Background: an optimization exercise with open tools, aiming at small area. Do not read the settings as production practice. In this exercise RTL edits were held to simulation tests only and were not proved equivalent to the original.

==> flow/design.v <==
package cpu_pkg;
  localparam logic [1:0] BP_SNT = 2'b00;
  localparam logic [1:0] BP_WNT = 2'b01;
  localparam logic [1:0] BP_WT  = 2'b10;
  localparam logic [1:0] BP_ST  = 2'b11;
  localparam int BP_ENTRIES = 16;
  localparam int PRED_TAKEN_W = 1;
  localparam int PRED_PC_W    = 32;
  typedef struct packed {
    logic [PRED_TAKEN_W-1:0] taken;
    logic [PRED_PC_W-1:0]    pc;
  } bp_pred_t;
endpackage
module bp_aoi222 (
  input  logic [2:0] s,
  input  logic [2:0] d,
  output logic       y_n
);
  assign y_n = ~|(s & d);
endmodule
module bp_nand2 (
  input  logic a,
  input  logic b,
  output logic y_n
);
  assign y_n = ~(a & b);
endmodule
module bp_a21oi (
  input  logic a1,
  input  logic a2,
  input  logic b1,
  output logic y_n
);
  assign y_n = ~((a1 & a2) | b1);
endmodule
module bp_nand4 (
  input  logic [3:0] a,
  output logic       y
);
  assign y = ~&a;
endmodule
module bp_mux16_tail (
  input  logic [4:0] l,
  input  logic       s15,
  input  logic       d15,
  output logic       y
);
  logic u, v;
  assign u = ~(l[0] & l[1]);
  assign v = ~((s15 & d15) | u);
  assign y = ~(v & l[2] & l[3] & l[4]);
endmodule
module bp_mux16 (
  input  logic [15:0] s,
  input  logic [15:0] d,
  output logic        y
);
  logic [4:0] l;
  for (genvar g = 0; g < 5; g++) begin : g_a
    bp_aoi222 u_a (.s(s[3*g +: 3]), .d(d[3*g +: 3]), .y_n(l[g]));
  end
  bp_mux16_tail u_t (.l(l), .s15(s[15]), .d15(d[15]), .y(y));
endmodule
module bp_hold_n (
  input  logic q,
  input  logic we,
  input  logic we_n,
  input  logic d,
  output logic y_n
);
  assign y_n = ~((q | we) & (we_n | d));
endmodule
module bp_cnt_bit (
  input  logic q,
  input  logic c,
  input  logic rst,
  output logic d
);
  assign d = ~(rst | ~(q ^ c));
endmodule
module bp_and2 (
  input  logic a,
  input  logic b,
  output logic y
);
  assign y = a & b;
endmodule
module bp_counter32_nxt (
  input  logic [31:0] q,
  input  logic        en,
  input  logic        rst,
  output logic [31:0] d
);
  logic [31:0] c;
  assign c[0] = en;
  for (genvar k = 0; k < 32; k++) begin : g_b
    bp_cnt_bit u_b (.q(q[k]), .c(c[k]), .rst(rst), .d(d[k]));
    if (k < 31) begin : g_c
      bp_and2 u_c (.a(q[k]), .b(c[k]), .y(c[k+1]));
    end
  end
endmodule
module branch_predictor_btb #(
  parameter int         ENTRIES  = cpu_pkg::BP_ENTRIES,
  parameter int         IDX_W    = $clog2(ENTRIES),
  parameter logic [1:0] CNT_INIT = cpu_pkg::BP_WT
) (
  input  logic        clk,
  input  logic        rst,
  input  logic [31:0] pc_IF,
  output logic        pred_taken_IF,
  output logic [31:0] pred_pc_IF,
  input  logic        upd_valid_EX,
  input  logic [31:0] upd_pc_EX,
  input  logic        upd_is_jal_EX,
  input  logic        upd_taken_EX,
  input  logic [31:0] upd_target_EX,
  input  logic        pred_taken_EX,
  input  logic [31:0] pred_pc_EX,
  output logic        mispredict_EX,
  output logic [31:0] redirect_pc_EX,
  output logic [31:0] stat_br_cnt,
  output logic [31:0] stat_miss_cnt
);
  localparam int TAG_W = 30 - IDX_W;
  localparam logic [2:0] S_INV = 3'b000;
  localparam logic [2:0] S_N0  = 3'b001;
  localparam logic [2:0] S_N1  = 3'b010;
  localparam logic [2:0] S_N2  = 3'b100;
  localparam logic [2:0] S_N3  = 3'b101;
  localparam logic [2:0] S_J   = 3'b110;
  logic [2:0]         r_st  [ENTRIES];
  logic [TAG_W-1:0]   r_tag [ENTRIES];
  logic [31:0]        r_tgt [ENTRIES];
  logic [31:0]        r_br_cnt;
  logic [31:0]        r_miss_cnt;
  logic               r_ph;
  logic [IDX_W-1:0] w_if_idx;
  logic [TAG_W-1:0] w_if_tag;
  logic [IDX_W-1:0] w_up_idx;
  logic [TAG_W-1:0] w_up_tag;
  logic [2:0]       w_up_st;
  logic             w_up_hit;
  logic             w_st_we;
  logic [2:0]       w_st_nxt;
  logic             w_data_we;
  assign w_if_idx = pc_IF[IDX_W+1:2];
  assign w_if_tag = pc_IF[31:IDX_W+2];
  logic [ENTRIES-1:0] w_if_sel, w_up_sel;
  logic               w_if_t;
  logic [TAG_W-1:0]   w_if_rtag, w_up_rtag;
  logic [31:0]        w_if_rtgt;
  for (genvar i = 0; i < ENTRIES; i++) begin : g_sel
    assign w_if_sel[i] = (w_if_idx == i);
    assign w_up_sel[i] = (w_up_idx == i);
  end
  for (genvar b = 0; b < 32; b++) begin : g_rtgt
    logic [ENTRIES-1:0] col;
    for (genvar i = 0; i < ENTRIES; i++) begin : g_c
      assign col[i] = r_tgt[i][b];
    end
    bp_mux16 u_m (.s(w_if_sel), .d(col), .y(w_if_rtgt[b]));
  end
  for (genvar b = 0; b < TAG_W; b++) begin : g_rtag
    logic [ENTRIES-1:0] col;
    for (genvar i = 0; i < ENTRIES; i++) begin : g_c
      assign col[i] = r_tag[i][b];
    end
    bp_mux16 u_mi (.s(w_if_sel), .d(col), .y(w_if_rtag[b]));
    bp_mux16 u_mu (.s(w_up_sel), .d(col), .y(w_up_rtag[b]));
  end
  for (genvar b = 0; b < 3; b++) begin : g_rst
    logic [ENTRIES-1:0] col;
    for (genvar i = 0; i < ENTRIES; i++) begin : g_c
      assign col[i] = r_st[i][b];
    end
    logic up_raw;
    bp_mux16 u_mu (.s(w_up_sel), .d(col), .y(up_raw));
    assign w_up_st[b] = up_raw ^ r_ph;
    if (b == 2) begin : g_t
      logic if_raw;
      bp_mux16 u_mi (.s(w_if_sel), .d(col), .y(if_raw));
      assign w_if_t = if_raw ^ r_ph;
    end
  end
  logic [TAG_W-1:0] w_tag_enc;
  logic [31:0]      w_tgt_enc;
  assign w_tag_enc = w_up_tag ^ {TAG_W{r_ph}};
  assign w_tgt_enc = upd_target_EX ^ {32{r_ph}};
  logic [TAG_W-1:0] w_if_tdiff;
  assign w_if_tdiff    = w_if_rtag ^ w_if_tag;
  assign pred_taken_IF = w_if_t && (r_ph ? (&w_if_tdiff) : !(|w_if_tdiff));
  assign pred_pc_IF    = pred_taken_IF ? (w_if_rtgt ^ {32{r_ph}}) : pc_IF + 32'd4;
  assign w_up_idx = upd_pc_EX[IDX_W+1:2];
  assign w_up_tag = upd_pc_EX[31:IDX_W+2];
  assign w_up_hit = (w_up_st != S_INV) && (w_up_rtag == w_tag_enc);
  always_comb begin
    w_st_nxt = w_up_st;
    if (!w_up_hit) begin
      w_st_nxt = upd_is_jal_EX ? S_J : S_N2;
    end else if (upd_taken_EX) begin
      case (w_up_st)
        S_N0:    w_st_nxt = S_N1;
        S_N1:    w_st_nxt = S_N2;
        S_N2:    w_st_nxt = S_N3;
        default: w_st_nxt = w_up_st;
      endcase
    end else begin
      case (w_up_st)
        S_N3:    w_st_nxt = S_N2;
        S_N2:    w_st_nxt = S_N1;
        S_N1:    w_st_nxt = S_N0;
        default: w_st_nxt = w_up_st;
      endcase
    end
  end
  assign w_data_we = upd_valid_EX && upd_taken_EX;
  assign w_st_we   = upd_valid_EX && (w_up_hit || upd_taken_EX);
  always_comb begin
    mispredict_EX  = 1'b0;
    redirect_pc_EX = 32'd0;
    if (upd_valid_EX) begin
      mispredict_EX = (pred_taken_EX != upd_taken_EX) ||
                      (upd_taken_EX &&
                       (pred_pc_EX != upd_target_EX));
      redirect_pc_EX = upd_taken_EX ? upd_target_EX
                                    : upd_pc_EX + 32'd4;
    end
  end
  logic [31:0] w_br_cnt_d, w_miss_cnt_d;
  bp_counter32_nxt u_br_cnt (.q(r_br_cnt), .en(upd_valid_EX), .rst(rst),
                             .d(w_br_cnt_d));
  bp_counter32_nxt u_miss_cnt (.q(r_miss_cnt), .en(mispredict_EX), .rst(rst),
                               .d(w_miss_cnt_d));
  logic       w_ph_d;
  logic [2:0] w_st_enc;
  assign w_ph_d   = !rst && !r_ph;
  assign w_st_enc = (rst ? S_INV : w_st_nxt) ^ {3{!w_ph_d}};
  always_ff @(posedge clk) begin
    r_ph       <= w_ph_d;
    r_br_cnt   <= w_br_cnt_d;
    r_miss_cnt <= w_miss_cnt_d;
  end
  for (genvar i = 0; i < ENTRIES; i++) begin : g_ent
    logic       w_swe, w_swe_n;
    logic [2:0] w_st_d;
    assign w_swe   = rst || (w_st_we && w_up_sel[i]);
    assign w_swe_n = !w_swe;
    for (genvar b = 0; b < 3; b++) begin : g_st
      bp_hold_n u_h (.q(r_st[i][b]), .we(w_swe), .we_n(w_swe_n),
                     .d(w_st_enc[b]), .y_n(w_st_d[b]));
    end
    always_ff @(posedge clk) begin
      r_st[i] <= w_st_d;
    end
    logic             w_we, w_we_n;
    logic [TAG_W-1:0] w_tag_d;
    logic [31:0]      w_tgt_d;
    assign w_we   = w_data_we && w_up_sel[i];
    assign w_we_n = !w_we;
    for (genvar b = 0; b < TAG_W; b++) begin : g_tag
      bp_hold_n u_h (.q(r_tag[i][b]), .we(w_we), .we_n(w_we_n),
                     .d(w_tag_enc[b]), .y_n(w_tag_d[b]));
    end
    for (genvar b = 0; b < 32; b++) begin : g_tgt
      bp_hold_n u_h (.q(r_tgt[i][b]), .we(w_we), .we_n(w_we_n),
                     .d(w_tgt_enc[b]), .y_n(w_tgt_d[b]));
    end
    always_ff @(posedge clk) begin
      r_tag[i] <= w_tag_d;
      r_tgt[i] <= w_tgt_d;
    end
  end
  assign stat_br_cnt   = r_br_cnt;
  assign stat_miss_cnt = r_miss_cnt;
endmodule
==> flow/config.mk <==
export PLATFORM = sky130hd
export DESIGN_NAME = branch_predictor_btb
export DESIGN_NICKNAME = branch_predictor_btb
export VERILOG_FILES = /design/flow/design.v
export SDC_FILE = /design/flow/constraint.sdc
export NUM_CORES = 4
export LEC_CHECK = 0
export CAP_MARGIN = 10
export CORE_MARGIN = 2
export CORE_UTILIZATION = 55
export SLEW_MARGIN = 10
export SYNTH_HIERARCHICAL = 1
==> flow/constraint.sdc <==
create_clock -name core_clock -period 8.5 [get_ports {clk}]
set_input_delay 1.7000 -clock core_clock [delete_from_list [all_inputs] [get_ports {clk}]]
set_output_delay 1.7000 -clock core_clock [all_outputs]
set_load 0.01 [all_outputs]
standard.sh (not shown) runs the stock make flow with config.mk's settings and CLKGATE_MAP_FILE= SYNTH_SCRIPT=/design/flow/synth_recipe.tcl, a recipe that flattens the netlist after the stock synthesis.
==> flow/flow/run.sh <==
#!/bin/bash
# The standard layout (the standard.sh, unchanged synthesis), with two
# changes: ports are buffered with the smallest buffer, and the clock tree
# uses mid-size clock buffers, larger sink clusters and no dummy loads.
# Each tool's full output stays in the ORFS logs under orfs/logs; the make
# output goes to standard.log.
export BUFFER_PORTS_ARGS="-buffer_cell sky130_fd_sc_hd__buf_1"
export CTS_ARGS="-sink_clustering_enable -repair_clock_nets -dont_use_dummy_load -buf_list {sky130_fd_sc_hd__clkbuf_8} -sink_clustering_size 15 -sink_clustering_max_diameter 100"
bash standard.sh > standard.log 2>&1
The starting point produced a clean layout.
==> next run, changes <==
--- a/flow/flow/run.sh
+++ b/flow/flow/run.sh
@@ -7,3 +7,3 @@
 export BUFFER_PORTS_ARGS="-buffer_cell sky130_fd_sc_hd__buf_1"
-export CTS_ARGS="-sink_clustering_enable -repair_clock_nets -dont_use_dummy_load -buf_list {sky130_fd_sc_hd__clkbuf_8} -sink_clustering_size 15 -sink_clustering_max_diameter 100"
+export CTS_ARGS="-sink_clustering_enable -repair_clock_nets -dont_use_dummy_load -buf_list {sky130_fd_sc_hd__clkbuf_8} -sink_clustering_size 14 -sink_clustering_max_diameter 100"
 bash standard.sh > standard.log 2>&1
CORE_UTILIZATION = 45   (was 55)
What happened: Fmax rose by 0.79%; area after synthesis stays the same; register-to-register slack improves by 0.09 ns; cell count rises by 3.8%.

[port drivers added, routing unchanged]
How much do the figures lean on ideal ports? The routed layouts below were timed once more, with nothing changed but the port constraints.
Step 1 sets driving cells, clkbuf_16 on the clock port and buf_2 on the other inputs (assumed; they add their load-dependent delay and slew).
Step 2, shift: input delay + t, output delay - t, t = (earliest + latest rising clock arrival at the registers) / 2. This alone moves slack from input paths to output paths.
Three values: ideal ports, drivers, drivers and shift; two values: the first two.
run	shift t [ns]	slack for setup (ns)	hold WS [ns]	worst setup path after step 2	worst register clock-pin slew, ns
the first run	0.793	0.363 / 0.333 / 0.061	0.445 / 0.445 / 0.445	input to register	0.11 / 0.11
the second run	0.814	0.427 / 0.388 / 0.177	0.446 / 0.446 / 0.446	input to register	0.10 / 0.10
After both steps every run listed still meets setup and hold. For the first run, which loses most, drivers alone change the setup slack by -0.030 ns; drivers and shift together by -0.302 ns.
